From an optimization exercise on the open Yosys and OpenROAD flow, aimed at small area and a short achievable clock period; shortcuts taken in it are not production practice. RTL that was checked went through simulation tests only; none was proved equivalent to the original. No functional check of the RTL was part of runs 2 and 6. Power figures rest on the tool's default switching activity, not on a simulated workload.

==> flow/design.v <==
module fetch_queue #(
  parameter int DEPTH = 16,
  parameter int XLEN  = 64
) (
  input  logic                     clk,
  input  logic                     rst,
  input  logic [XLEN-1:0]          in_instr1,
  input  logic [XLEN-1:0]          in_instr2,
  input  logic [XLEN-1:0]          in_instr3,
  input  logic [XLEN-1:0]          in_instr4,
  input  logic [XLEN-1:0]          in_target1,
  input  logic [XLEN-1:0]          in_target2,
  input  logic [XLEN-1:0]          in_target3,
  input  logic [XLEN-1:0]          in_target4,
  input  logic                     in_taken1,
  input  logic                     in_taken2,
  input  logic                     in_taken3,
  input  logic                     in_taken4,
  input  logic                     in_valid1,
  input  logic                     in_valid2,
  input  logic                     in_valid3,
  input  logic                     in_valid4,
  output logic                     in_ready,
  output logic                     fetch_stall,
  input  logic                     flush,
  output logic [XLEN-1:0]          out_instr1,
  output logic [XLEN-1:0]          out_instr2,
  output logic [XLEN-1:0]          out_target1,
  output logic [XLEN-1:0]          out_target2,
  output logic                     out_taken1,
  output logic                     out_taken2,
  output logic                     out_valid1,
  output logic                     out_valid2,
  input  logic                     dec_ready,
  output logic [$clog2(DEPTH):0]   count
);
  localparam int AW = $clog2(DEPTH);
  localparam int CW = AW + 1;
  localparam int EW = 2 * XLEN + 1;    
  localparam int NB = 4;               
  localparam int NR = DEPTH / NB;      
  localparam int NH = DEPTH / 2;       
  logic [CW-1:0]  r_count;
  logic           r_rdy, r_stall, r_v1, r_v2;    
  logic [DEPTH:0] r_coh;               
  logic [DEPTH-1:0] r_hoh, r_toh;      
  logic [NB-1:0]  r_tb;                
  logic [NR-1:0]  r_wrow [NB];         
  logic           r_hodd;              
  logic [EW-1:0]  r_o1, r_o2;          
  logic [EW-1:0]  r_e [DEPTH];         
  logic [EW-1:0] w_slot [4];
  logic [3:0]    w_v;
  logic          w_rdy, w_v1, w_v2, w_v3, w_v4;   
  logic [3:0]    w_env;                
  assign w_slot[0] = {in_taken1, in_target1, in_instr1};
  assign w_slot[1] = {in_taken2, in_target2, in_instr2};
  assign w_slot[2] = {in_taken3, in_target3, in_instr3};
  assign w_slot[3] = {in_taken4, in_target4, in_instr4};
  assign w_v       = {in_valid4, in_valid3, in_valid2, in_valid1};
  assign w_rdy = !(|r_coh[DEPTH:DEPTH-3]);
  assign w_v1  = !r_coh[0];
  assign w_v2  = !(r_coh[0] | r_coh[1]);
  assign w_v3  = !(r_coh[0] | r_coh[1] | r_coh[2]);
  assign w_v4  = !(r_coh[0] | r_coh[1] | r_coh[2] | r_coh[3]);
  assign w_env = {4{w_rdy}} & w_v;
  localparam int NG = 4;
  logic [NB*4-1:0]  w_sel [NG];        
  logic [NB*NR-1:0] w_we  [NG];        
  logic [6:0]       w_o1_sel [NG], w_o2_sel [NG];    
  logic [NH-1:0]    w_es [NG], w_os [NG];            
  logic [NB*NR-1:0] w_wrow;
  for (genvar b = 0; b < NB; b++) begin : g_wrow
    assign w_wrow[b*NR +: NR] = r_wrow[b];
  end
  for (genvar g = 0; g < NG; g++) begin : g_sel
    fetch_queue_sel u_sel (
      .v        (w_v),
      .dec_ready(dec_ready),
      .tb       (r_tb),
      .wrow     (w_wrow),
      .rdy      (w_rdy),
      .v1       (w_v1),
      .v2       (w_v2),
      .v3       (w_v3),
      .v4       (w_v4),
      .hodd     (r_hodd),
      .hoh      (r_hoh),
      .es       (w_es[g]),
      .os       (w_os[g]),
      .sel      (w_sel[g]),
      .we       (w_we[g]),
      .o1_sel   (w_o1_sel[g]),
      .o2_sel   (w_o2_sel[g])
    );
  end
  function automatic int grp(input int i);
    grp = i * NG / EW;
  endfunction
  logic [EW-1:0] w_wdata [NB];
  for (genvar b = 0; b < NB; b++) begin : g_wd
    for (genvar i = 0; i < EW; i++) begin : g_bit
      fetch_queue_andor #(.N(4)) u_mux (
        .sel(w_sel[grp(i)][b*4 +: 4]),
        .d  ({w_slot[3][i], w_slot[2][i], w_slot[1][i], w_slot[0][i]}),
        .y  (w_wdata[b][i])
      );
    end
  end
  logic [EW-1:0] w_rd_even, w_rd_odd;  
  for (genvar p = 0; p < DEPTH; p++) begin : g_ent
    for (genvar i = 0; i < EW; i++) begin : g_bit
      always_ff @(posedge clk)
        if (w_we[grp(i)][(p % NB) * NR + p / NB]) r_e[p][i] <= w_wdata[p % NB][i];
    end
  end
  for (genvar i = 0; i < EW; i++) begin : g_rd
    logic [NH-1:0] de, dod;
    for (genvar k = 0; k < NH; k++) begin : g_k
      assign de[k]  = r_e[2 * k][i];
      assign dod[k] = r_e[2 * k + 1][i];
    end
    fetch_queue_andor #(.N(NH)) u_even (.sel(w_es[grp(i)]), .d(de),  .y(w_rd_even[i]));
    fetch_queue_andor #(.N(NH)) u_odd  (.sel(w_os[grp(i)]), .d(dod), .y(w_rd_odd[i]));
  end
  logic [EW-1:0] w_o1_nxt, w_o2_nxt;
  for (genvar i = 0; i < EW; i++) begin : g_o
    fetch_queue_andor #(.N(7)) u_o1 (
      .sel(w_o1_sel[grp(i)]),
      .d  ({w_slot[3][i], w_slot[2][i], w_slot[1][i], w_slot[0][i], w_rd_odd[i], w_rd_even[i], r_o1[i]}),
      .y  (w_o1_nxt[i])
    );
    fetch_queue_andor #(.N(7)) u_o2 (
      .sel(w_o2_sel[grp(i)]),
      .d  ({w_slot[3][i], w_slot[2][i], w_slot[1][i], w_slot[0][i], w_rd_odd[i], w_rd_even[i], r_o2[i]}),
      .y  (w_o2_nxt[i])
    );
  end
  always_ff @(posedge clk) begin
    r_o1 <= w_o1_nxt;
    r_o2 <= w_o2_nxt;
  end
  assign {out_taken1, out_target1, out_instr1} = r_o1;
  assign {out_taken2, out_target2, out_instr2} = r_o2;
  function automatic logic [DEPTH-1:0] rotl(input logic [DEPTH-1:0] x, input int n);
    rotl = (x << n) | (x >> (DEPTH - n));
  endfunction
  localparam int TW = DEPTH + NB + NB * NR;
  logic [TW-1:0] w_tc [5];
  logic [TW-1:0] w_t_nxt;
  always_comb begin
    logic [DEPTH-1:0] t;
    logic [NB-1:0]    tb;
    logic [NB*NR-1:0] wr;
    for (int n = 0; n < 5; n++) begin
      t = rotl(r_toh, n);
      for (int j = 0; j < NB; j++) begin
        tb[j] = 1'b0;
        for (int r = 0; r < NR; r++) tb[j] = tb[j] | t[NB * r + j];
      end
      for (int b = 0; b < NB; b++)
        for (int r = 0; r < NR; r++) begin
          wr[b*NR + r] = 1'b0;
          for (int d = 0; d < NB; d++) wr[b*NR + r] = wr[b*NR + r] | t[(NB * r + b - d + DEPTH) % DEPTH];
        end
      w_tc[n] = {t, tb, wr};
    end
    for (int j = 0; j < 4; j++)
      for (int n = 0; n < 4; n++)
        w_tc[n] = w_env[j] ? w_tc[n+1] : w_tc[n];
    w_t_nxt = w_tc[0];
  end
  localparam int KW = CW + 3 + DEPTH + 1;
  logic [KW-1:0] w_kc [7];
  logic [KW-1:0] w_kd [5];
  logic [KW-1:0] w_k_nxt;
  logic [2:0]    w_dsel;               
  assign w_dsel = dec_ready ? {w_v2, w_v1 & ~w_v2, ~w_v1} : 3'b001;
  always_comb begin
    logic [CW-1:0]  cc;
    logic           cr, c1, c2;
    logic [DEPTH:0] co;
    for (int e = 0; e < 7; e++) begin
      cc = '0;
      cr = 1'b0;
      c1 = 1'b0;
      c2 = 1'b0;
      co = '0;
      for (int k = 0; k <= DEPTH; k++) begin
        if (k + e - 2 >= 0 && k + e - 2 <= DEPTH) begin
          cc = cc | ({CW{r_coh[k]}} & CW'(k + e - 2));
          cr = cr | (r_coh[k] & (k + e - 2 <= DEPTH - 4));
          c1 = c1 | (r_coh[k] & (k + e - 2 >= 1));
          c2 = c2 | (r_coh[k] & (k + e - 2 >= 2));
          co[k + e - 2] = r_coh[k];
        end
      end
      w_kc[e] = {cc, cr, c1, c2, co};
    end
    for (int n = 0; n < 5; n++)
      w_kd[n] = ({KW{w_dsel[0]}} & w_kc[n + 2]) | ({KW{w_dsel[1]}} & w_kc[n + 1]) |
                ({KW{w_dsel[2]}} & w_kc[n]);
    for (int j = 0; j < 4; j++)
      for (int n = 0; n < 4; n++)
        w_kd[n] = w_env[j] ? w_kd[n+1] : w_kd[n];
    w_k_nxt = w_kd[0];
  end
  localparam int HW = DEPTH + 1;
  logic [HW-1:0] w_h_nxt;
  always_comb begin
    logic [DEPTH-1:0] h;
    logic             ho;
    w_h_nxt = '0;
    for (int j = 0; j < 3; j++) begin
      h  = rotl(r_hoh, j);
      ho = 1'b0;
      for (int i = 0; i < NH; i++) ho = ho | h[2 * i + 1];
      w_h_nxt = w_h_nxt | ({HW{w_dsel[j]}} & {h, ho});
    end
  end
  always_ff @(posedge clk) begin
    if (rst || flush) begin
      r_count <= '0;
      r_rdy   <= 1'b1;
      r_stall <= 1'b0;
      r_v1    <= 1'b0;
      r_v2    <= 1'b0;
      r_coh   <= (DEPTH+1)'(1);
      r_toh   <= DEPTH'(1);
      r_tb    <= NB'(1);
      for (int b = 0; b < NB; b++) r_wrow[b] <= NR'(1);
      r_hoh   <= DEPTH'(1);
      r_hodd  <= 1'b0;
    end else begin
      {r_count, r_rdy, r_v1, r_v2, r_coh} <= w_k_nxt;
      r_stall <= !w_k_nxt[DEPTH + 3];
      {r_toh, r_tb} <= w_t_nxt[TW-1 -: DEPTH + NB];
      for (int b = 0; b < NB; b++) r_wrow[b] <= w_t_nxt[b*NR +: NR];
      {r_hoh, r_hodd} <= w_h_nxt;
    end
  end
  assign in_ready    = r_rdy;
  assign fetch_stall = r_stall;
  assign out_valid1  = r_v1;
  assign out_valid2  = r_v2;
  assign count       = r_count;
endmodule
module fetch_queue_andor #(
  parameter int N = 4
) (
  input  logic [N-1:0] sel,
  input  logic [N-1:0] d,
  output logic         y
);
  assign y = |(sel & d);
endmodule
module fetch_queue_sel (
  input  logic [3:0]  v,               
  input  logic        dec_ready,
  input  logic [3:0]  tb,              
  input  logic [15:0] wrow,            
  input  logic        rdy,             
  input  logic        v1, v2, v3, v4,  
  input  logic        hodd,            
  input  logic [15:0] hoh,             
  output logic [7:0]  es,              
  output logic [7:0]  os,              
  output logic [15:0] sel,             
  output logic [15:0] we,              
  output logic [6:0]  o1_sel,          
  output logic [6:0]  o2_sel
);
  for (genvar i = 0; i < 8; i++) begin : g_rd
    assign es[i] = hoh[(2 * i + 14) % 16] | hoh[(2 * i + 13) % 16];
    assign os[i] = hoh[(2 * i + 15) % 16] | hoh[(2 * i + 14) % 16];
  end
  logic [3:0] atl;                     
  assign atl[0] = |v;
  assign atl[1] = (v[0] & v[1]) | (v[2] & v[3]) | ((v[0] | v[1]) & (v[2] | v[3]));
  assign atl[2] = (v[0] & v[1] & (v[2] | v[3])) | (v[2] & v[3] & (v[0] | v[1]));
  assign atl[3] = &v;
  always_comb begin
    logic [3:0] x;
    for (int b = 0; b < 4; b++) begin
      for (int k = 0; k < 4; k++) begin
        for (int d = 0; d < 4; d++) x[d] = tb[(b - d + 4) % 4];    
        for (int j = 0; j < k; j++) x = v[j] ? (x >> 1) : x;
        sel[b*4 + k] = v[k] & x[0];
      end
      for (int r = 0; r < 4; r++) begin
        we[b*4 + r] = 1'b0;
        for (int d = 0; d < 4; d++)
          we[b*4 + r] = we[b*4 + r] | (rdy & wrow[b*4 + r] & tb[(b - d + 4) % 4] & atl[d]);
      end
    end
  end
  logic o1_hold, o1_s2, o1_c0;
  logic o2_hold, o2_s3, o2_c0, o2_c1;
  assign o1_hold = !dec_ready & v1;
  assign o1_s2   = dec_ready & v3;
  assign o1_c0   = !o1_hold & !o1_s2;
  assign o2_hold = !dec_ready & v2;
  assign o2_s3   = dec_ready & v4;
  assign o2_c0   = dec_ready ? (v3 & !v4) : (v1 & !v2);
  assign o2_c1   = !o2_hold & !o2_s3 & !o2_c0;
  always_comb begin
    logic [1:0] x;
    for (int k = 0; k < 4; k++) begin
      x = {o2_c1, o2_c0};              
      for (int j = 0; j < k; j++) x = v[j] ? {1'b0, x[1]} : x;
      o2_sel[3 + k] = v[k] & x[0];
      o1_sel[3 + k] = v[k] & o1_c0 & ((v & ((4'd1 << k) - 4'd1)) == 4'd0);
    end
  end
  assign o1_sel[2:0] = {o1_s2 & hodd, o1_s2 & !hodd, o1_hold};
  assign o2_sel[2:0] = {o2_s3 & !hodd, o2_s3 & hodd, o2_hold};
endmodule
==> flow/flow/run.sh <==
#!/bin/bash
# The standard layout, with two changes:
#  - plain buffers (instead of the delay-cell buffers buffer_ports picks by default) on the
#    input and output ports;
#  - sky130_fd_sc_hd__a222oi_1 (three series p-transistors, no stronger size to upsize to)
#    added to the platform's don't-use list, so synthesis maps the wide and-or muxes to
#    faster cells;
#  - MATCH_CELL_FOOTPRINT=0, so timing repair may size a cell up to a wider footprint.
set -euo pipefail
export BUFFER_PORTS_ARGS="-buffer_cell sky130_fd_sc_hd__buf_2"
platform_dont_use=$(sed -n '/^export DONT_USE_CELLS/,/^#/p' "$FLOW_HOME/platforms/sky130hd/config.mk" \
  | grep -o 'sky130_fd_sc_hd__[a-z0-9_]*' | tr '\n' ' ')
bash standard.sh "DONT_USE_CELLS=sky130_fd_sc_hd__a222oi_1 $platform_dont_use" MATCH_CELL_FOOTPRINT=0 finish > standard.log 2>&1
==> flow/standard.sh <==
#!/bin/bash
# synth_recipe.tcl (not shown) runs the flow's synth.tcl, then flattens the netlist and writes it again
# the make line also repeats each setting of config.mk as NAME=value (left out here)
make -C /OpenROAD-flow-scripts/flow DESIGN_CONFIG=/design/flow/config.mk WORK_HOME=/design/flow/orfs CLKGATE_MAP_FILE= SYNTH_SCRIPT=/design/flow/synth_recipe.tcl "${@:-finish}"
==> flow/config.mk <==
export PLATFORM = sky130hd
export DESIGN_NAME = fetch_queue
export DESIGN_NICKNAME = fetch_queue
export VERILOG_FILES = /design/flow/design.v
export SDC_FILE = /design/flow/constraint.sdc
export NUM_CORES = 8
export LEC_CHECK = 0
export CAP_MARGIN = 30
export CORE_MARGIN = 2
export CORE_UTILIZATION = 38
export CTS_CLUSTER_DIAMETER = 80
export CTS_CLUSTER_SIZE = 25
export PLACE_DENSITY = 0.5
export SETUP_SLACK_MARGIN = 3.8
export SLEW_MARGIN = 20
export SYNTH_HIERARCHICAL = 1
export TNS_END_PERCENT = 0
==> flow/constraint.sdc <==
create_clock -name core_clock -period 6.0 [get_ports {clk}]
set_input_delay 1.2000 -clock core_clock [delete_from_list [all_inputs] [get_ports {clk}]]
set_output_delay 1.2000 -clock core_clock [all_outputs]
set_load 0.01 [all_outputs]
==> results of run 1 <==
[area by class of cell]
| class | instances | share of cell area |
|---|---|---|
| antenna | 28 | 0.0005545 |
| clock buffer | 170 | 0.02970 |
| clock inverter | 92 | 0.01058 |
| inverter | 38 | 0.001664 |
| multi-input combinational | 5450 | 0.2982 |
| sequential | 2400 | 0.5451 |
| tap | 3705 | 0.03669 |
| timing repair buffer | 1343 | 0.07742 |
| timing repair inverter | 1 | 0.00008912 |
[cell families after synthesis]
family,Yosys count,synth area share
AO/OA/AOI/OAI,3319,0.2338
flip-flops,2400,0.6506
AND/OR/NAND/NOR,1970,0.09096
buffers and inverters,221,0.01121
multiplexers,121,0.01187
adder cells (fa/ha/maj),9,0.0009478
XOR/XNOR,8,0.0006635
[cell usage in the layout, fill, tap and decap left out, drive strengths merged, types with 40 or more instances in the layout]
master and n:
a22oi 2850, edfxtp 2064, buf 1337, nand2 917, nand4 532, dfxtp 336
nor2 179, clkbuf 176, a21oi 97, o21ai 88, mux2i 87, or2 75
and3 73, inv 62, nand3 44, nor3 44, a211oi 42, clkinv 40
[worst register-to-register path, stage by stage, from the launching register on]
cell and delay, ns:
dfxtp_4 0.54, buf_6 0.31, mux2_4 0.23, nor2_2 0.07
a211oi_4 0.61, o21a_2 0.52, a22oi_1 0.13, nand2_1 0.16
[per-module statistics from Yosys, one instance, submodules excluded, excerpt]
module	cell area, um2	cells	flip-flops and latches
fetch_queue_sel	1022	160	0
fetch_queue	74080	3280	2400
[per-stage QoR]
step,util,setup WS (ns)
after floorplan,-,2.928
final,0.4570,3.278
after global routing,0.4568,3.225
after detailed placement,0.4229,1.352
after CTS,0.4536,3.327
after global placement,0.4207,1.453
[sequential cells by signal (all words and copies together) (netlist names)]
name,flops
r_hodd,1
r_hoh,16
r_tb,4
r_rdy,1
r_v1,1
r_stall,1
r_e,2064
r_toh,16
r_o1,129
r_wrow,16
r_v2,1
r_coh,17
r_count,4
r_o2,129
[per-layer routing]
metal / wire, um / GRT usage
met1: 192500 / 0.4524
met4: 22020 / 0.1356
met5: 224 / 0.001880
met2: 216600 / 0.5043
met3: 59580 / 0.08713
[power breakdown]
part           internal [mW]  switching [mW]  total, mW
clock                   5.17            6.33       11.5
sequential              21.1           0.916       22.0
combinational           3.04            7.23       10.3
[repair_timing]
| action | 4_1_cts | 5_1_grt |
|---|---|---|
| endpoints found under the hold margin | 0 | 0 |
| buffers inserted | 186 | 58 |
| gates resized for setup | 370 | 59 |
| endpoints found under the setup margin | 4730 | 4714 |
| pin swaps | 85 | 21 |
| gates cloned | 20 | 7 |
[path summary, 6_finish.rpt]
kind                 startpoint                    to  slack, ns  cells past startpoint
min            r_o2[26]$_DFF_P_      r_o2[26]$_DFF_P_       0.51                      2
max                   in_valid3  r_e[4][15]$_DFFE_PP_       3.28                      8
min reg2reg    r_o2[26]$_DFF_P_      r_o2[26]$_DFF_P_       0.51                      2
max reg2reg  r_tb[3]$_SDFF_PP0_  r_e[7][28]$_DFFE_PP_       3.28                      7
==> results.txt, run 1 <==
Outcome: timing/DRC/antenna clean
Non-Filler Instances: 13227
I/O Pins: 791
Longest Clk Path Bufs: 3
Initial antenna violation count: 48
Final slew viol count: 0
Slowest stage delay, CP: 0.53 ns
Multi-input gate area: 37680 um2
Yosys warnings: 29
Syn nets: 8572
Layout cells sized above 1: 0.2172
Area Overhead vs Synth: 19.65%
Final hold violations: 0
Vias in the first global route: 86641
CP bufs+invs: 4
Min Tclk post-route: 2.722 ns
Type of the worst min-delay path: reg2reg
Number of synthesized flops with an enable pin: 2064
Via-to-Cell Ratio: 6.958
Final net count: 9901
Rows: 193
Final worst-path cycle share: 0.4537
Placed Cells: 12662
Post-route ant nets: 0
Reg clk slew, reported paths: 0.09 ns
Top_reg_cell synth: edfxtp_1
Yosys cell types: 89
Die H: 531.2 um
Drt drc: 0
Unrepaired setup endpoints after global routing: true
Setup violators final: 0
Ranking of synthesized cells by area: edfxtp_1 (59%), a22oi_1 (20%), dfxtp_1 (6.4%), nand2_1 (3.2%), nand4_1 (3.2%)
Post-DP Area: 116900 um2
Design area: 126400 um2
Cell repeated most along the worst path: buf_4
CP endpoint kind: register
Worst EP required: 6.49 ns
Most frequent cell after synthesis: a22oi_1
Vias: 92037
DRT Wirelength: 490.9 mm
DIE AREA: 282200 um2
Clock skew: 0.04891 ns
Asr flop ratio synth: 0
Post-synth top cells: a22oi_1 (2850), edfxtp_1 (2064), nand2_1 (913), nand4_1 (532), dfxtp_1 (336)
Post-synth top area share: 0.5869
Crit path launch type: input port
Avg Cell Area, Syn: 13.12 um2
Peak VDD IR: 0.0002792 V
Post-synth top area cell: edfxtp_1
Initial Util: 0.3820
Worst skew pair latency: 0.88 ns
Filler cell count: 24907
Maxcap violations: 0
Storage cell area: 68880 um2
Horiz. Die Dim: 531.2 um
DP HPWL: 296.3 mm
Slew headroom: 0.2697
Maximum clock frequency: 367.3 MHz
Synthesized cell area: 105600 um2
First-pass GRT wire length: 670.9 mm
Worst-path cell chain: buf_8 > buf_12 > nand4_1 > and3_1 > o211ai_1 > buf_4 > buf_4 > and3_2
Hold Slack: 0.5091 ns
Global route overflow: 0
CP Class: in2reg
1st-iter DRT viols: 13928
LEAKAGE: 43.21 nW
Core box area: 276500 um2
Fin Setup TNS: 0 ns
Max H-tree Level: 4
Overall routing resource usage: 0.3328
Overall power after layout: 43.82 mW
PortBufs: 790
CTS tree: yes
Sequential area share after synthesis: 0.6506
Hold_buf cts: 0
Family with the most delay on the worst path: buffers and inverters
Worst-path maximum fanout: 50
Power per cell area: 346.8 nW/um2
Post-Synthesis Cells: 8048
Largest net degree at the start of global routing: 76
Sink Count: 2400
Slowest-stage cell, CP: and3_2
Worst-margin pin slew: 1.095 ns
Arr. time, crit path: 3.21 ns
First-pass DRT Iterations: 7
Gpl congestion: 0.8707
TritonCTS buffer count: 143
Root Driver: clkbuf_16
Synthesis-stage register bit count: 2400
Drt wl/cell: 37.11 um
==> inputs of run 2 (changes only) <==
--- a/flow/design.v
+++ b/flow/design.v
@@ -66,3 +66,3 @@
   assign w_env = {4{w_rdy}} & w_v;
-  localparam int NG = 4;
+  localparam int NG = 3;
   logic [NB*4-1:0]  w_sel [NG];        
--- a/flow/flow/run.sh
+++ b/flow/flow/run.sh
@@ -1,3 +1,3 @@
 #!/bin/bash
-# The standard layout, with two changes:
+# The standard layout, with three changes:
 #  - plain buffers (instead of the delay-cell buffers buffer_ports picks by default) on the
==> results.txt, run 2 <==
Outcome: timing/DRC/antenna clean
Placed Cells: 12351 (-2.5%)
Avg Cell Area, Syn: 13.26 um2 (+1.0%)
Maximum clock frequency: 366.8 MHz (-0.14%)
Post-synth top area cell: edfxtp_1
Worst EP required: 6.53 ns (+0.04 ns)
Maxcap violations: 0 (unchanged)
CP endpoint kind: register
Most frequent cells in the layout: a22oi_1 (2816), edfxtp_1 (2064), nand2_1 (891), buf_2 (756), nand4_1 (529)
Longest Clk Path Bufs: 4 (+1)
Worst-margin pin slew: 1.132 ns (+0.03625 ns)
Area Overhead vs Synth: 19.59% (about the same)
Gpl congestion: 0.8777 (+0.80%)
Yosys cell types: 89 (unchanged)
Yosys warnings: 29 (unchanged)
Capture point of the worst path: r_e[10][40]$_DFFE_PP_
Biggest register: r_e
Rows: 192 (-0.52%)
Worst skew pair latency: 0.91 ns (+0.03 ns)
Arr. time, crit path: 3.26 ns (+0.05 ns)
Top flop regs: r_e (2064), r_o1 (129), r_o2 (129)
Final net count: 9688 (-2.2%)
Initial antenna violation count: 93 (+94%)
Worst-path maximum fanout: 35 (-30%)
Most frequent cell after synthesis: a22oi_1
Slew headroom: 0.2456 (-0.02417)
PortBufs: 790 (unchanged)
Final core utilization: 0.4571 (about the same)
Power per cell area: 349.9 nW/um2 (+0.89%)
Global route overflow: 0 (unchanged)
CP Class: in2reg
Initial Util: 0.3822 (about the same)
Min Tclk post-route: 2.726 ns (+0.003780 ns)
Design area: 125100 um2 (-1.0%)
Core box area: 273600 um2 (-1.0%)
Reg clk slew, reported paths: 0.09 ns (about the same)
FF-to-FF path depth: 10 (+3)
R2r endpoint: r_o1[50]$_DFF_P_
Final slew viol count: 0 (unchanged)
Synthesis-stage register bit count: 2400 (unchanged)
Hold_buf cts: 0 (unchanged)
Syn nets: 8412 (-1.9%)
First-pass DRT Iterations: 10 (+3)
Sequential area share after synthesis: 0.6569 (+0.006359)
Reg2Reg Setup Slack: 3.29 ns (about the same)
DIE AREA: 279400 um2 (-0.96%)
Final worst-path cycle share: 0.4544 (+0.0006300)
Type of the worst min-delay path: reg2reg
Ranking of synthesized cells by area: edfxtp_1 (59%), a22oi_1 (20%), dfxtp_1 (6.4%), nand2_1 (3.2%), nand4_1 (3.2%)
1st-iter DRT viols: 14510 (+4.2%)
Post-synth top area share: 0.5926 (+0.005736)
CTS tree: yes
Vias in the first global route: 86487 (-0.18%)
Die H: 528.6 um (-0.48%)
LEAKAGE: 42.43 nW (-1.8%)
Non-Filler Instances: 12899 (-2.5%)
Top_reg_cell synth: edfxtp_1
Vias: 91408 (-0.68%)
Final hold violations: 0 (unchanged)
Drt wl/cell: 39.00 um (+5.1%)
CP startpoint: in_valid4
Post-Synthesis Cells: 7888 (-2.0%)
Sink Count: 2400 (unchanged)
DRT Wirelength: 503.0 mm (+2.5%)
Layout cells sized above 1: 0.2132 (-0.003967)
Root Driver: clkbuf_16
Drt drc: 0 (unchanged)
Via-to-Cell Ratio: 7.086 (+1.8%)
Asr flop ratio synth: 0 (unchanged)
Synthesized cell area: 104600 um2 (-0.97%)
Horiz. Die Dim: 528.6 um (-0.48%)
First-pass GRT wire length: 676.5 mm (+0.84%)
Max H-tree Level: 4 (unchanged)
Largest register FFs: 2064 (unchanged)
TritonCTS buffer count: 149 (+4.2%)
Largest net degree at the start of global routing: 72 (-5.3%)
Setup violators final: 0 (unchanged)
Crit Reg-Reg Startpoint: r_coh[0]$_SDFF_PP1_
Post-synth top cells: a22oi_1 (2849), edfxtp_1 (2064), nand2_1 (900), nand4_1 (529), dfxtp_1 (336)
Commonest non-fill, non-tap cell in the layout: a22oi_1
Post-route ant nets: 0 (unchanged)
Fin Setup TNS: 0 ns (unchanged)
Clock skew: 0.1104 ns (+0.06148 ns)
I/O Pins: 791 (unchanged)
Post-DP Area: 115300 um2 (-1.4%)
Peak VDD IR: 0.0002337 V (-16%)
Crit path launch type: input port
Filler cell count: 24641 (-1.1%)
DP HPWL: 276.8 mm (-6.6%)
Number of synthesized flops with an enable pin: 2064 (unchanged)
Overall routing resource usage: 0.3397 (+0.006835)
Unrepaired setup endpoints after global routing: true
==> run 2: cell types whose count changed after synthesis, sizes merged, moves of 4 or more <==
cell   delta
or2      -17
nand2    -13
mux2i     -5
inv       -6
buf      -15
a21oi     -8
nor2     -19
nor2b     -4
and3     -16
and2      -9
==> run 2: per-module statistics from Yosys, one instance, submodules excluded, a selection <==
module           cell area (um2)  copies in the design  cells  flip-flops and latches
fetch_queue_sel             1022                     3    160                       0
fetch_queue                74080                     1   3280                    2400
==> run 2: power by group <==
group	internal (mW)	total, mW	leakage (nW)	switching, mW
logic	3.04	10.4	18.0	7.38
registers	21.1	22.1	22.1	0.947
clock network	5.06	11.2	2.31	6.19
total	29.2	43.8	42.4	14.5
==> run 2: worst min-delay path by stage <==
stage,start,to,slack (ns),cells past startpoint
finish,r_o2[124]$_DFF_P_,r_o2[124]$_DFF_P_,0.52,2
detailed placement,r_o1[92]$_DFF_P_,r_o1[92]$_DFF_P_,0.50,2
global placement,r_o2[51]$_DFF_P_,r_o2[51]$_DFF_P_,0.49,2
global route,r_o1[111]$_DFF_P_,r_o1[111]$_DFF_P_,0.54,2
CTS,r_o2[124]$_DFF_P_,r_o2[124]$_DFF_P_,0.52,2
floorplan,r_hoh[0]$_SDFF_PP1_,r_hoh[0]$_SDFF_PP1_,0.53,2
==> run 2: cell type report <==
cell class,instances,area (um2),area share
clock buffer,178,3890,0.03110
sequential,2400,68910,0.5509
timing repair inverter,4,43.79,0.0003501
timing repair buffer,1250,9598,0.07674
antenna,38,95.09,0.0007603
multi-input combinational,5328,36960,0.2955
inverter,31,180.2,0.001440
clock inverter,81,908.4,0.007262
tap,3589,4491,0.03590
==> run 2: metal layers <==
metal / global-route usage / share of wire / wire length (um)
met1: 0.4435 / 0.38 / 189900
met2: 0.5163 / 0.44 / 219600
met3: 0.1097 / 0.13 / 66280
met4: 0.1449 / 0.052 / 26280
met5: 0.005714 / 0.0019 / 959
==> run 2: kinds of logic after synthesis <==
kind of cell,after synthesis,synth area share
mux,113,0.01119
compound gates,3282,0.2334
simple gates,1883,0.08739
fa+ha+maj,7,0.0007417
xor+xnor,7,0.0005862
flops,2400,0.6569
buf+inv,196,0.009810
==> run 2: metrics by stage <==
stage          worst slack [ns]  hold slack, ns  total power [mW]
6_report                  3.274          0.5165             43.76
5_1_grt                   3.291          0.5397             44.96
4_1_cts                   3.340          0.5160             43.19
3_5_place_dp              1.506          0.4961             31.34
3_3_place_gp              1.370          0.4905             31.11
2_1_floorplan             2.676          0.5328             26.65
==> run 2: repair_timing <==
item,in CTS,in global routing
setup endpoints to repair,4730,4691
buffers inserted,141,48
pin swaps,52,34
cloned,43,18
resized for setup,453,138
==> run 2: critical path: stages <==
cell      delay [ns]
buf_12          0.27
buf_8           0.30
and2_1          0.25
o221ai_1        0.13
nand4_1         0.25
and3_4          0.38
buf_4           0.36
==> inputs of run 3 (changes only) <==
--- a/flow/design.v
+++ b/flow/design.v
@@ -66,3 +66,3 @@
   assign w_env = {4{w_rdy}} & w_v;
-  localparam int NG = 3;
+  localparam int NG = 2;
   logic [NB*4-1:0]  w_sel [NG];        
--- a/flow/config.mk
+++ b/flow/config.mk
@@ -12,2 +12,3 @@
 export CTS_CLUSTER_SIZE = 25
+export GPL_ROUTABILITY_DRIVEN = 0
 export PLACE_DENSITY = 0.5
==> results.txt, run 3 <==
CP Class: reg2reg
Worst-path maximum fanout: 43 (+23%)
Commonest non-fill, non-tap cell in the layout: a22oi_1
Arr. time, crit path: 3.55 ns (+0.29 ns)
Vias in the first global route: 85217 (-1.5%)
DP HPWL: 278.0 mm (+0.43%)
Max H-tree Level: 4 (unchanged)
Post-synth top cells: a22oi_1 (2848), edfxtp_1 (2064), nand2_1 (887), nand4_1 (526), dfxtp_1 (336)
Avg Cell Area, Syn: 13.40 um2 (+1.1%)
Final worst-path cycle share: 0.4581 (+0.003717)
Vias: 91415 (+0.0077%)
Yosys cell types: 89 (unchanged)
Setup violators final: 0 (unchanged)
FF-to-FF path depth: 6 (-4)
Biggest register: r_e
Longest Clk Path Bufs: 3 (-1)
Reg clk slew, reported paths: 0.10 ns (about the same)
Largest register FFs: 2064 (unchanged)
Maxcap violations: 0 (unchanged)
Layout cells sized above 1: 0.2033 (-0.009887)
Asr flop ratio synth: 0 (unchanged)
DIE AREA: 276700 um2 (-0.97%)
Root Driver: clkbuf_16
Sequential area share after synthesis: 0.6634 (+0.006484)
Crit path launch type: register
Outcome: timing/DRC/antenna clean
Type of the worst min-delay path: reg2reg
1st-iter DRT viols: 15480 (+6.7%)
Drt wl/cell: 40.89 um (+4.8%)
Storage cell area: 68840 um2 (about the same)
Synthesis-stage register bit count: 2400 (unchanged)
Rows: 191 (-0.52%)
Filler cell count: 24366 (-1.1%)
DRT Wirelength: 521.6 mm (+3.7%)
Syn nets: 8252 (-1.9%)
Global route overflow: 0 (unchanged)
Fin Setup TNS: 0 ns (unchanged)
I/O Pins: 791 (unchanged)
Final core utilization: 0.4590 (+0.001931)
Synthesized cell area: 103600 um2 (-0.98%)
Sink Count: 2400 (unchanged)
Peak VDD IR: 0.0003231 V (+38%)
Multi-input gate area: 35680 um2 (-3.5%)
Maximum clock frequency: 363.8 MHz (-0.81%)
Final hold violations: 0 (unchanged)
LEAKAGE: 42.11 nW (-0.75%)
First-pass GRT wire length: 697.7 mm (+3.1%)
Clock skew: 0.05281 ns (-0.05759 ns)
Top flop regs: r_e (2064), r_o1 (129), r_o2 (129)
Number of synthesized flops with an enable pin: 2064 (unchanged)
Largest net degree at the start of global routing: 66 (-8.3%)
Post-Synthesis Cells: 7728 (-2.0%)
Crit Reg-Reg Startpoint: r_hoh[9]$_SDFF_PP0_
Worst EP required: 6.80 ns (+0.27 ns)
Most frequent cell after synthesis: a22oi_1
Via-to-Cell Ratio: 7.166 (+1.1%)
Min-delay src: r_o2[55]$_DFF_P_
Horiz. Die Dim: 526.1 um (-0.49%)
Post-synth top area cell: edfxtp_1
Post-route ant nets: 0 (unchanged)
Yosys warnings: 29 (unchanged)
Most frequent cells in the layout: a22oi_1 (2843), edfxtp_1 (2064), nand2_1 (866), buf_2 (753), nand4_1 (526)
Power per cell area: 355.3 nW/um2 (+1.5%)
Area Overhead vs Synth: 20.12%
R2r endpoint: r_o1[0]$_DFF_P_
TritonCTS buffer count: 147 (-1.3%)
PortBufs: 790 (unchanged)
Final slew viol count: 0 (unchanged)
Initial antenna violation count: 118 (+27%)
CTS tree: yes
Die H: 526.1 um (-0.49%)
Min Tclk post-route: 2.748 ns (+0.02230 ns)
Hold Crit Depth: 2 (unchanged)
Worst skew pair latency: 0.85 ns (-0.06 ns)
Post-synth top area share: 0.5985 (+0.005849)
Overall routing resource usage: 0.3580 (+0.01830)
Worst-margin pin slew: 1.133 ns (+0.001692 ns)
CP endpoint kind: register
Final net count: 9516 (-1.8%)
Core box area: 271000 um2 (-0.96%)
First-pass DRT Iterations: 9 (-1)
Top_reg_cell synth: edfxtp_1
Ranking of synthesized cells by area: edfxtp_1 (60%), a22oi_1 (21%), dfxtp_1 (6.5%), nand2_1 (3.2%), nand4_1 (3.2%)
Reg2Reg Setup Slack: 3.25 ns (-0.04 ns)
Initial Util: 0.3822 (about the same)
Slew headroom: 0.2434 (-0.002162)
Drt drc: 0 (unchanged)
Worst Hold End: r_o2[55]$_DFF_P_
Unrepaired setup endpoints after global routing: true
## run 3: stage by stage
step	hold slack, ns	setup slack, ns	power, mW	cell area, um2	std cells
floorplan	0.5181	1.876	26.56	103900	7728
global placement	0.4849	1.393	30.98	114000	12135
detailed placement	0.4920	1.431	31.18	114400	12152
CTS	0.5172	3.362	43.68	123200	12635
global route	0.5332	3.323	45.33	124300	12732
finish	0.5131	3.252	44.20	124400	12757
## run 3: timing repair
action / CTS / global route
gates resized for setup: 412 / 137
setup buffers: 144 / 35
hold buffers: 0 / 0
gates cloned: 69 / 11
setup endpoints to repair: 4731 / 4714
pin swaps: 66 / 22
## run 3: worst max-delay path, stage by stage, from the launching register on
cell and delay, ns:
dfxtp_1 0.71, or2_4 0.61, clkbuf_8 0.59, a22oi_1 0.15
nand4_1 0.33, a22oi_1 0.12, nand4_1 0.13
## run 3: power by group
| group | internal [mW] | switching (mW) |
|---|---|---|
| sequential | 21.1 | 0.835 |
| combinational | 2.98 | 7.52 |
| clock | 5.33 | 6.39 |
| total | 29.5 | 14.7 |
## run 3: cell families after synthesis
kind of cell / count (synthesis) / synth area share
buffers and inverters: 171 / 0.008384
AOI/OAI and AO/OA: 3245 / 0.2329
and+or+nand+nor: 1796 / 0.08375
DFF: 2400 / 0.6634
xor gates and xnor gates: 6 / 0.0005074
adders and majority gates: 5 / 0.0005316
muxes: 105 / 0.01049
## run 3: worst max path at each step
stage | cells past startpoint | from | to
global route | 10 | r_coh[0]$_SDFF_PP1_ | r_o2[81]$_DFF_P_
global placement | 9 | in_valid2 | r_e[3][4]$_DFFE_PP_
CTS | 1 | r_o2[16]$_DFF_P_ | out_instr2[16]
finish | 6 | r_hoh[9]$_SDFF_PP0_ | r_o1[0]$_DFF_P_
detailed placement | 9 | in_valid2 | r_e[15][38]$_DFFE_PP_
floorplan | 7 | in_valid3 | r_e[0][0]$_DFFE_PP_
## run 3: area by class of cell
class,instances,area share
Antenna cell,74,0.001489
Clock buffer,176,0.03162
Clock inverter,94,0.01034
Inverter,24,0.001167
Multi-Input combinational cell,5200,0.2868
Sequential cell,2400,0.5534
Tap cell,3570,0.03591
Timing Repair Buffer,1215,0.07882
Timing Repair inverter,4,0.0004627
## run 3: metal layers
metal / global-route usage / up-vias / wire length [um] / share of wire
met5: 0.002078 / - / 717 / 0.0014
met4: 0.1907 / 82 / 31850 / 0.061
met3: 0.1280 / 1596 / 73640 / 0.14
met2: 0.5177 / 7692 / 221600 / 0.42
met1: 0.4679 / 46147 / 193800 / 0.37
li1: - / 35898 / - / -
## run 3: modules after synthesis (local to each module, per instance), excerpt
| module | cells inside | copies in the design | flip-flops and latches |
|---|---|---|---|
| fetch_queue | 3280 | 1 | 2400 |
| fetch_queue_sel | 160 | 2 | 0 |
==> inputs of run 4 (changes only) <==
--- a/flow/config.mk
+++ b/flow/config.mk
@@ -12,4 +12,3 @@
 export CTS_CLUSTER_SIZE = 25
-export GPL_ROUTABILITY_DRIVEN = 0
-export PLACE_DENSITY = 0.5
+export PLACE_DENSITY = 0.62
 export SETUP_SLACK_MARGIN = 3.8
==> results.txt, run 4 <==
Maxcap violations: 0 (unchanged)
LEAKAGE: 42.20 nW (+0.21%)
Asr flop ratio synth: 0 (unchanged)
Maximum clock frequency: 358.4 MHz (-1.5%)
Syn nets: 8252 (unchanged)
Slowest stage delay, CP: 0.43 ns (-0.28 ns)
Worst-margin pin slew: 1.101 ns (-0.03244 ns)
Post-synth top cells: a22oi_1 (2848), edfxtp_1 (2064), nand2_1 (887), nand4_1 (526), dfxtp_1 (336)
Synthesized cell area: 103600 um2 (unchanged)
Drt wl/cell: 39.11 um (-4.4%)
PortBufs: 790 (unchanged)
I/O Pins: 791 (unchanged)
Commonest non-fill, non-tap cell in the layout: a22oi_1
Number of synthesized flops with an enable pin: 2064 (unchanged)
Global route overflow: 0 (unchanged)
Ranking of synthesized cells by area: edfxtp_1 (60%), a22oi_1 (21%), dfxtp_1 (6.5%), nand2_1 (3.2%), nand4_1 (3.2%)
Biggest register: r_e
Final worst setup slack: 3.210 ns (-0.04180 ns)
Initial antenna violation count: 116 (-1.7%)
Peak VDD IR: 0.0002944 V (-8.9%)
Vias: 93867 (+2.7%)
Final core utilization: 0.4597 (+0.0006740)
Area Overhead vs Synth: 20.30%
Initial Util: 0.3822 (unchanged)
Setup violators final: 0 (unchanged)
Outcome: timing/DRC/antenna clean
Root Driver: clkbuf_16
Post-DP Area: 114500 um2 (about the same)
Reg clk slew, reported paths: 0.09 ns (about the same)
DRT Wirelength: 501.3 mm (-3.9%)
DIE AREA: 276700 um2 (unchanged)
Sequential area share after synthesis: 0.6634 (unchanged)
Post-Synthesis Cells: 7728 (unchanged)
Final hold violations: 0 (unchanged)
1st-iter DRT viols: 17663 (+14%)
Filler cell count: 24069 (-1.2%)
Layout cells sized above 1: 0.2110 (+0.007696)
Via-to-Cell Ratio: 7.323 (+2.2%)
Vias in the first global route: 88238 (+3.5%)
Crit path launch type: input port
Design area: 124600 um2 (+0.15%)
Rows: 191 (unchanged)
CP endpoint kind: register
Die H: 526.1 um (unchanged)
Slew headroom: 0.2661 (+0.02266)
Unrepaired setup endpoints after global routing: true
Most frequent cells in the layout: a22oi_1 (2815), edfxtp_1 (2064), nand2_1 (882), buf_2 (761), nand4_1 (526)
Slowest-stage cell, CP: and3_4
Final net count: 9570 (+0.57%)
Placed Cells: 12181 (+0.24%)
Fin Setup TNS: 0 ns (unchanged)
Post-synth top area cell: edfxtp_1
First-pass DRT Iterations: 12 (+3)
Most frequent cell after synthesis: a22oi_1
Overall routing resource usage: 0.3406 (-0.01740)
Gpl congestion: 0.9350
Top_reg_cell synth: edfxtp_1
Sink Count: 2400 (unchanged)
Multi-input gate area: 35820 um2 (+0.40%)
Overall power after layout: 43.42 mW (-1.8%)
Min Tclk post-route: 2.790 ns (+0.04180 ns)
Clock skew: 0.07164 ns (+0.01884 ns)
Worst-path cell chain: buf_8 > nand4_1 > and3_1 > o211ai_1 > buf_4 > and3_4 > buf_4
Post-synth top area share: 0.5985 (unchanged)
DP HPWL: 270.0 mm (-2.9%)
Horiz. Die Dim: 526.1 um (unchanged)
Yosys cell types: 89 (unchanged)
Non-Filler Instances: 12818 (+0.48%)
Type of the worst min-delay path: reg2reg
Worst EP required: 6.53 ns (-0.27 ns)
Largest register FFs: 2064 (unchanged)
Place WS: 1.326 ns (-0.1051 ns)
Yosys warnings: 29 (unchanged)
Final slew viol count: 0 (unchanged)
Core box area: 271000 um2 (unchanged)
Worst skew pair latency: 0.86 ns (about the same)
Max H-tree Level: 4 (unchanged)
Arr. time, crit path: 3.32 ns (-0.23 ns)
Drt drc: 0 (unchanged)
Hold Slack: 0.5187 ns (+0.005621 ns)
TritonCTS buffer count: 132 (-10%)
CTS tree: yes
First-pass GRT wire length: 676.8 mm (-3.0%)
Top flop regs: r_e (2064), r_o1 (129), r_o2 (129)
Worst-path maximum fanout: 52 (+21%)
CP Class: in2reg
Synthesis-stage register bit count: 2400 (unchanged)
Avg Cell Area, Syn: 13.40 um2 (unchanged)
Largest net degree at the start of global routing: 66 (unchanged)
Longest Clk Path Bufs: 3 (unchanged)
Power per cell area: 348.5 nW/um2 (-1.9%)
Final worst-path cycle share: 0.4650 (+0.006967)
Post-route ant nets: 0 (unchanged)
Storage cell area: 68890 um2 (about the same)
Cell repeated most along the worst path: buf_4
## run 4: worst max-delay path: cells and delay by family
family                 cells  cell delay, ns
buffers and inverters      3            0.92
AND/OR/NAND/NOR            3            0.78
AO/OA/AOI/OAI              1            0.30
## run 4: worst paths after layout
check | startpoint | end | slack, ns | cells past startpoint
setup / recovery | in_valid4 | r_e[0][95]$_DFFE_PP_ | 3.21 | 7
hold / removal | r_o2[47]$_DFF_P_ | r_o2[47]$_DFF_P_ | 0.52 | 2
setup reg to reg | r_hoh[5]$_SDFF_PP0_ | r_o2[34]$_DFF_P_ | 3.27 | 6
hold reg to reg | r_o2[47]$_DFF_P_ | r_o2[47]$_DFF_P_ | 0.52 | 2
## run 4: timing repair
item	4_1_cts	5_1_grt
setup endpoints to repair	4730	4714
hold buffers	0	0
gates cloned	57	16
pin swaps	58	51
setup buffers	151	76
resized for setup	346	261
## run 4: report_power, final
group	total [mW]	switching (mW)	internal (mW)
Clock	10.8	5.99	4.82
Sequential	22.1	0.914	21.1
Combinational	10.6	7.46	3.10
## run 4: modules after synthesis (local to each module, per instance), excerpt
module / cells inside / times used / cell area (um2)
fetch_queue: 3280 / 1 / 74080
fetch_queue_sel: 160 / 2 / 1022
## run 4: kinds of logic after synthesis
logic type | after synthesis | share of synthesized area
AOI/OAI and AO/OA | 3245 | 0.2329
xor gates and xnor gates | 6 | 0.0005074
adders and majority gates | 5 | 0.0005316
buffers and inverters | 171 | 0.008384
DFF | 2400 | 0.6634
muxes | 105 | 0.01049
and+or+nand+nor | 1796 | 0.08375
## run 4: layout make-up
type                            count  share of cell area
Timing Repair inverter              5           0.0007030
Tap cell                         3570             0.03585
Antenna cell                       93            0.001868
Clock buffer                      171             0.02819
Multi-Input combinational cell   5190              0.2875
Clock inverter                     72            0.008888
Sequential cell                  2400              0.5530
Timing Repair Buffer             1293             0.08280
Inverter                           24            0.001175
## run 4: layer usage
layer,wire length [um],GRT usage,up-vias
met2,209600,0.4957,9636
met1,168200,0.4230,45819
met3,82310,0.1322,2392
li1,-,-,35960
met4,40770,0.2138,60
met5,407,0.0008658,-
==> inputs of run 5 (changes only) <==
--- a/flow/config.mk
+++ b/flow/config.mk
@@ -12,3 +12,3 @@
 export CTS_CLUSTER_SIZE = 25
-export PLACE_DENSITY = 0.62
+export PLACE_DENSITY = 0.5
 export SETUP_SLACK_MARGIN = 3.8
==> results.txt, run 5 <==
Placed Cells: 12152 (-0.24%)
Biggest register: r_e
Pint: 29.45 mW (+1.4%)
CP Class: reg2reg
Multi-input gate area: 35680 um2 (-0.40%)
R2r endpoint: r_o1[0]$_DFF_P_
Root Driver: clkbuf_16
Maxcap violations: 0 (unchanged)
Final worst setup slack: 3.252 ns (+0.04180 ns)
Worst-path maximum fanout: 43 (-17%)
Initial antenna violation count: 118 (+1.7%)
Place WS: 1.431 ns (+0.1051 ns)
Largest net degree at the start of global routing: 66 (unchanged)
Yosys warnings: 29 (unchanged)
Reg clk slew, reported paths: 0.10 ns (about the same)
Synthesis-stage register bit count: 2400 (unchanged)
First-pass DRT Iterations: 9 (-3)
Arr. time, crit path: 3.55 ns (+0.23 ns)
Sink Count: 2400 (unchanged)
Final worst-path cycle share: 0.4581 (-0.006967)
Overall routing resource usage: 0.3580 (+0.01740)
Horiz. Die Dim: 526.1 um (unchanged)
Outcome: timing/DRC/antenna clean
PortBufs: 790 (unchanged)
DP HPWL: 278.0 mm (+3.0%)
Slew headroom: 0.2434 (-0.02266)
I/O Pins: 791 (unchanged)
FF-to-FF path depth: 6 (unchanged)
Commonest non-fill, non-tap cell in the layout: a22oi_1
1st-iter DRT viols: 15480 (-12%)
Clock skew: 0.05281 ns (-0.01884 ns)
Yosys cell types: 89 (unchanged)
CTS tree: yes
Peak VDD IR: 0.0003231 V (+9.7%)
Final slew viol count: 0 (unchanged)
Post-synth top cells: a22oi_1 (2848), edfxtp_1 (2064), nand2_1 (887), nand4_1 (526), dfxtp_1 (336)
Post-route ant nets: 0 (unchanged)
Final hold violations: 0 (unchanged)
Rows: 191 (unchanged)
TritonCTS buffer count: 147 (+11%)
Switch Pwr: 14.74 mW (+2.6%)
Largest register FFs: 2064 (unchanged)
DRT Wirelength: 521.6 mm (+4.1%)
Hold Crit Depth: 2 (unchanged)
Synthesized cell area: 103600 um2 (unchanged)
Number of synthesized flops with an enable pin: 2064 (unchanged)
Worst Hold End: r_o2[55]$_DFF_P_
Worst skew pair latency: 0.85 ns (about the same)
Crit Reg-Reg Startpoint: r_hoh[9]$_SDFF_PP0_
Maximum clock frequency: 363.8 MHz (+1.5%)
Post-synth top area share: 0.5985 (unchanged)
Syn nets: 8252 (unchanged)
LEAKAGE: 42.11 nW (-0.21%)
DIE AREA: 276700 um2 (unchanged)
Worst-margin pin slew: 1.133 ns (+0.03244 ns)
Hold_buf cts: 0 (unchanged)
Non-Filler Instances: 12757 (-0.48%)
Worst EP required: 6.80 ns (+0.27 ns)
Core box area: 271000 um2 (unchanged)
Reg power frac: 0.497 (-0.011)
Most frequent cells in the layout: a22oi_1 (2843), edfxtp_1 (2064), nand2_1 (866), buf_2 (753), nand4_1 (526)
Min-delay src: r_o2[55]$_DFF_P_
Avg Cell Area, Syn: 13.40 um2 (unchanged)
Final core utilization: 0.4590 (-0.0006740)
Longest Clk Path Bufs: 3 (unchanged)
Type of the worst min-delay path: reg2reg
Sw Ratio: 0.3336 (+0.002735)
Vias: 91415 (-2.6%)
Unrepaired setup endpoints after global routing: true
Power per cell area: 355.3 nW/um2 (+1.9%)
Min Tclk post-route: 2.748 ns (-0.04180 ns)
Post-Synthesis Cells: 7728 (unchanged)
Top_reg_cell synth: edfxtp_1
CP endpoint kind: register
Sequential area share after synthesis: 0.6634 (unchanged)
Vias in the first global route: 85217 (-3.4%)
Layout cells sized above 1: 0.2033 (-0.007696)
Most frequent cell after synthesis: a22oi_1
Final net count: 9516 (-0.56%)
Top flop regs: r_e (2064), r_o1 (129), r_o2 (129)
Initial Util: 0.3822 (unchanged)
Drt wl/cell: 40.89 um (+4.6%)
Fin Setup TNS: 0 ns (unchanged)
Ranking of synthesized cells by area: edfxtp_1 (60%), a22oi_1 (21%), dfxtp_1 (6.5%), nand2_1 (3.2%), nand4_1 (3.2%)
Crit path launch type: register
Area Overhead vs Synth: 20.12%
Clk pwr share: 0.265 (+0.016)
Storage cell area: 68840 um2 (about the same)
Gate power share: 0.238 (-0.005)
Max H-tree Level: 4 (unchanged)
Gpl congestion: 0.8769 (-6.2%)
Asr flop ratio synth: 0 (unchanged)
Via-to-Cell Ratio: 7.166 (-2.1%)
Filler cell count: 24366 (+1.2%)
Post-synth top area cell: edfxtp_1
Setup violators final: 0 (unchanged)
First-pass GRT wire length: 697.7 mm (+3.1%)
Global route overflow: 0 (unchanged)
Drt drc: 0 (unchanged)
Die H: 526.1 um (unchanged)
Reg2Reg Setup Slack: 3.25 ns (-0.02 ns)
-- run 5: cell counts after synthesis --
No cell type changed its count.
-- run 5: routing by layer --
metal  share of wire  global-route usage  vias up
met5          0.0014            0.002078        -
met4           0.061              0.1907       82
met3            0.14              0.1280     1596
met2            0.42              0.5177     7692
met1            0.37              0.4679    46147
li1                -                   -    35898
-- run 5: modules after synthesis, one instance, submodules excluded, a selection --
module | flip-flops and latches | cell area (um2) | times used | cells inside
fetch_queue | 2400 | 74080 | 1 | 3280
fetch_queue_sel | 0 | 1022 | 2 | 160
-- run 5: final cells by class --
cell class | instances | share of cell area
Antenna cell | 74 | 0.001489
Clock buffer | 176 | 0.03162
Clock inverter | 94 | 0.01034
Inverter | 24 | 0.001167
Multi-Input combinational cell | 5200 | 0.2868
Sequential cell | 2400 | 0.5534
Tap cell | 3570 | 0.03591
Timing Repair Buffer | 1215 | 0.07882
Timing Repair inverter | 4 | 0.0004627
-- run 5: through the flow --
| stage | cell area [um2] | hold WS, ns | power [mW] |
|---|---|---|---|
| after global routing | 124300 | 0.5332 | 45.33 |
| final | 124400 | 0.5131 | 44.20 |
| after global placement | 114000 | 0.4849 | 30.98 |
| after floorplan | 103900 | 0.5181 | 26.56 |
| after CTS | 123200 | 0.5172 | 43.68 |
| after detailed placement | 114400 | 0.4920 | 31.18 |
-- run 5: repair_timing --
action,in CTS,in global routing
hold endpoints to repair,0,0
gates cloned,69,11
pin swaps,66,22
buffers inserted,144,35
resized for setup,412,137
endpoints found under the setup margin,4731,4714
-- run 5: logic make-up (layout without fill, tap and decap cells) --
| group | after synthesis | after routing | share of synthesized area |
|---|---|---|---|
| flops | 2400 | 2400 | 0.6634 |
| compound gates | 3245 | 3248 | 0.2329 |
| fa+ha+maj | 5 | 5 | 0.0005316 |
| buf+inv | 171 | 1513 | 0.008384 |
| other cells | 0 | 74 | 0 |
| mux | 105 | 105 | 0.01049 |
| simple gates | 1796 | 1836 | 0.08375 |
| xor+xnor | 6 | 6 | 0.0005074 |
-- run 5: worst max path at each step --
| stage | slack [ns] | start | endpoint | cells past startpoint |
|---|---|---|---|---|
| after CTS | 3.36 | r_o2[16]$_DFF_P_ | out_instr2[16] | 1 |
| after floorplan | 1.88 | in_valid3 | r_e[0][0]$_DFFE_PP_ | 7 |
| final | 3.25 | r_hoh[9]$_SDFF_PP0_ | r_o1[0]$_DFF_P_ | 6 |
| after global placement | 1.39 | in_valid2 | r_e[3][4]$_DFFE_PP_ | 9 |
| after detailed placement | 1.43 | in_valid2 | r_e[15][38]$_DFFE_PP_ | 9 |
| after global routing | 3.32 | r_coh[0]$_SDFF_PP1_ | r_o2[81]$_DFF_P_ | 10 |
-- run 5: power by group through the flow --
stage               sequential [mW]  combinational (mW)  clock (mW)
global placement               22.2                8.77           0
global route                   22.1                10.8        12.4
detailed placement             22.3                8.90           0
floorplan                      22.2                4.39           0
CTS                            21.9                9.90        11.8
finish                         22.0                10.5        11.7
-- run 5: critical path: stages (launching register included) --
cell	delay (ns)
dfxtp_1	0.71
or2_4	0.61
clkbuf_8	0.59
a22oi_1	0.15
nand4_1	0.33
a22oi_1	0.12
nand4_1	0.13
==> inputs of run 6 (changes only) <==
--- a/flow/design.v
+++ b/flow/design.v
@@ -276,7 +276,2 @@
   end
-  logic [3:0] atl;                     
-  assign atl[0] = |v;
-  assign atl[1] = (v[0] & v[1]) | (v[2] & v[3]) | ((v[0] | v[1]) & (v[2] | v[3]));
-  assign atl[2] = (v[0] & v[1] & (v[2] | v[3])) | (v[2] & v[3] & (v[0] | v[1]));
-  assign atl[3] = &v;
   always_comb begin
@@ -289,7 +284,3 @@
       end
-      for (int r = 0; r < 4; r++) begin
-        we[b*4 + r] = 1'b0;
-        for (int d = 0; d < 4; d++)
-          we[b*4 + r] = we[b*4 + r] | (rdy & wrow[b*4 + r] & tb[(b - d + 4) % 4] & atl[d]);
-      end
+      for (int r = 0; r < 4; r++) we[b*4 + r] = rdy & wrow[b*4 + r];
     end
==> results.txt, run 6 <==
Placed Cells: 12081 (-0.58%)
DIE AREA: 275000 um2 (-0.62%)
Root Driver: clkbuf_16
Clock skew: 0.04452 ns (-0.008287 ns)
Post-route ant nets: 0 (unchanged)
First-pass GRT wire length: 713.5 mm (+2.3%)
Syn nets: 8148 (-1.3%)
Commonest non-fill, non-tap cell in the layout: a22oi_1
CP endpoint kind: register
Worst-margin pin slew: 1.225 ns (+0.09143 ns)
Fin Setup TNS: 0 ns (unchanged)
Number of synthesized flops with an enable pin: 2064 (unchanged)
Die H: 524.4 um (-0.31%)
Rows: 191 (unchanged)
Overall power after layout: 45.35 mW (+2.6%)
Asr flop ratio synth: 0 (unchanged)
Maxcap violations: 0 (unchanged)
Yosys warnings: 29 (unchanged)
Most frequent cells in the layout: a22oi_1 (2842), edfxtp_1 (2064), nand2_1 (855), buf_2 (742), nand4_1 (520)
Area Overhead vs Synth: 20.74%
Worst EP required: 6.70 ns (-0.10 ns)
Overall routing resource usage: 0.3685 (+0.01053)
Final hold violations: 0 (unchanged)
Outcome: timing/DRC/antenna clean
Min Tclk post-route: 2.764 ns (+0.01539 ns)
LEAKAGE: 42.53 nW (+0.98%)
DRT Wirelength: 534.5 mm (+2.5%)
Drt wl/cell: 42.06 um (+2.9%)
Unrepaired setup endpoints after global routing: true
Sequential area share after synthesis: 0.6676 (+0.004194)
Sink Count: 2400 (unchanged)
Synthesis-stage register bit count: 2400 (unchanged)
Final net count: 9456 (-0.63%)
Arr. time, crit path: 3.47 ns (-0.08 ns)
Setup violators final: 0 (unchanged)
Core box area: 270000 um2 (-0.35%)
Top_reg_cell synth: edfxtp_1
Yosys cell types: 87 (-2.2%)
Avg Cell Area, Syn: 13.50 um2 (+0.73%)
Place WS: 1.434 ns (+0.002210 ns)
DP HPWL: 275.7 mm (-0.81%)
Peak VDD IR: 0.0003286 V (+1.7%)
Drt drc: 0 (unchanged)
Post-synth top area share: 0.6022 (+0.003784)
Via-to-Cell Ratio: 7.226 (+0.84%)
Non-Filler Instances: 12707 (-0.39%)
Initial antenna violation count: 141 (+19%)
Largest register FFs: 2064 (unchanged)
Final worst-path cycle share: 0.4606 (+0.002565)
Vias: 91820 (+0.44%)
Ranking of synthesized cells by area: edfxtp_1 (60%), a22oi_1 (21%), dfxtp_1 (6.5%), nand2_1 (3.2%), nand4_1 (3.2%)
Slew headroom: 0.1835 (-0.05992)
TritonCTS buffer count: 138 (-6.1%)
Longest Clk Path Bufs: 3 (unchanged)
Post-synth top area cell: edfxtp_1
Most frequent cell after synthesis: a22oi_1
Vias in the first global route: 85897 (+0.80%)
I/O Pins: 791 (unchanged)
Synthesized cell area: 102900 um2 (-0.63%)
Type of the worst min-delay path: reg2reg
Post-synth top cells: a22oi_1 (2846), edfxtp_1 (2064), nand2_1 (869), nand4_1 (520), dfxtp_1 (336)
Horiz. Die Dim: 524.4 um (-0.31%)
First-pass DRT Iterations: 10 (+1)
Max H-tree Level: 4 (unchanged)
Gpl congestion: 0.8745 (-0.27%)
CP Class: in2reg
Global route overflow: 0 (unchanged)
CTS tree: yes
Post-Synthesis Cells: 7624 (-1.3%)
Layout cells sized above 1: 0.2122 (+0.008866)
Reg clk slew, reported paths: 0.10 ns (about the same)
Maximum clock frequency: 361.8 MHz (-0.56%)
Worst skew pair latency: 0.87 ns (+0.02 ns)
Crit path launch type: input port
1st-iter DRT viols: 16482 (+6.5%)
PortBufs: 790 (unchanged)
Largest net degree at the start of global routing: 66 (unchanged)
Biggest register: r_e
Initial Util: 0.3811 (-0.001057)
Top flop regs: r_e (2064), r_o1 (129), r_o2 (129)
Power per cell area: 365.0 nW/um2 (+2.7%)
Final worst setup slack: 3.236 ns (-0.01539 ns)
Final slew viol count: 0 (unchanged)
Worst-path maximum fanout: 46 (+7.0%)
run 6: cell types whose count changed after synthesis, moves of 8 or more:
| cell | before | now |
|---|---|---|
| nor2_1 | 128 | 120 |
| and3_1 | 35 | 7 |
| o22ai_1 | 22 | 30 |
| inv_1 | 20 | 10 |
| a21oi_1 | 79 | 71 |
| and2_1 | 21 | 43 |
| nand2_1 | 887 | 869 |
run 6: metrics by stage:
| stage | utilization | instance area [um2] | hold slack, ns |
|---|---|---|---|
| global placement | 0.4216 | 113800 | 0.4886 |
| detailed placement | 0.4227 | 114200 | 0.4911 |
| CTS | 0.4548 | 122800 | 0.5123 |
| global route | 0.4599 | 124200 | 0.5374 |
| finish | 0.4601 | 124300 | 0.5111 |
| floorplan | - | 103300 | 0.5181 |
run 6: final cells by class:
cell class / instances / area, um2
clock buffer: 171 / 3671
multi-input combinational: 5135 / 35300
tap: 3570 / 4467
fill: 24339 / 145800
inverter: 18 / 110.1
sequential: 2400 / 69020
antenna: 89 / 222.7
timing repair inverter: 1 / 8.758
clock inverter: 85 / 1100
timing repair buffer: 1238 / 10360
run 6: report_power, final:
part	switching, mW	leakage (nW)	total [mW]	internal, mW
clock	6.25	2.29	11.2	4.93
sequential	1.12	22.7	22.9	21.8
combinational	7.98	17.5	11.2	3.26
total	15.3	42.5	45.3	30.0
run 6: kinds of logic (layout without fill, tap and decap cells):
group                    Yosys count  count (layout)  synth area share
AO/OA/AOI/OAI                   3203            3204            0.2313
XOR/XNOR                           6               6         0.0005106
adder cells (fa/ha/maj)            1               1        0.00009727
buffers and inverters            143            1513          0.006541
flip-flops                      2400            2400            0.6676
multiplexers                     103             103           0.01043
other                              0              89                 0
AND/OR/NAND/NOR                 1768            1821           0.08355
run 6: worst paths after layout:
path	start	cells after the start	slack, ns	to
max	in_valid1	5	3.24	r_e[1][91]$_DFFE_PP_
min	r_o1[111]$_DFF_P_	2	0.51	r_o1[111]$_DFF_P_
max reg2reg	r_hoh[6]$_SDFF_PP0_	6	3.27	r_o1[123]$_DFF_P_
min reg2reg	r_o1[111]$_DFF_P_	2	0.51	r_o1[111]$_DFF_P_
run 6: what timing repair did:
| action | CTS | global route |
|---|---|---|
| buffers inserted | 152 | 31 |
| cloned | 79 | 15 |
| endpoints found under the setup margin | 4729 | 4626 |
| pin swaps | 63 | 32 |
| endpoints found under the hold margin | 0 | 0 |
| resized for setup | 466 | 143 |
| hold buffers | 0 | 0 |
run 6: routing by layer:
layer,vias up,track usage,wire (um),share of wire
li1,35604,-,-,-
met1,46345,0.4919,200300,0.37
met2,8224,0.5251,223900,0.42
met3,1591,0.1276,77760,0.15
met4,56,0.1948,32080,0.060
met5,-,0.003983,360,0.00067
run 6: worst max-delay path, cell delays in order:
cell,delay [ns]
buf_8,0.25
and2_2,0.75
buf_6,0.71
a22oi_1,0.24
nand2_1,0.20
run 6: per-module statistics from Yosys (local to each module, per instance), a selection:
module	cells	flip-flops and latches	cell area (um2)
fetch_queue_sel	108	0	696.9
fetch_queue	3280	2400	74080

## separate check: timing with driven ports
In the flow no input, the clock included, has a driving cell. The finished layouts below were timed again as built, in two steps. Step 1 assumes that a clkbuf_16 drives the clock port and a buf_2 every other input. Step 2, shift: input delay + t, output delay - t, t = (earliest + latest rising clock arrival at the registers) / 2. This alone moves slack from input paths to output paths. a / b / c = ideal ports / drivers / drivers and shift; a / b = the first two.
| run | shift t [ns] | slack for setup (ns) | worst slew at a driven data input, ns |
|---|---|---|---|
| run 1 | 0.953 | 3.278 / 3.134 / 2.181 | 0.31 |
| run 2 | 0.955 | 3.274 / 3.188 / 2.233 | 0.30 |
| run 3 | 0.939 | 3.252 / 3.252 / 2.356 | 0.26 |
| run 4 | 0.933 | 3.210 / 3.183 / 2.249 | 0.30 |
| run 5 | 0.939 | 3.252 / 3.252 / 2.356 | 0.26 |
| run 6 | 0.950 | 3.236 / 3.248 / 2.299 | 0.23 |
After both steps every run listed still meets setup and hold. For run 1, which loses most, drivers alone change the setup slack by -0.144 ns; drivers and shift together by -1.097 ns.
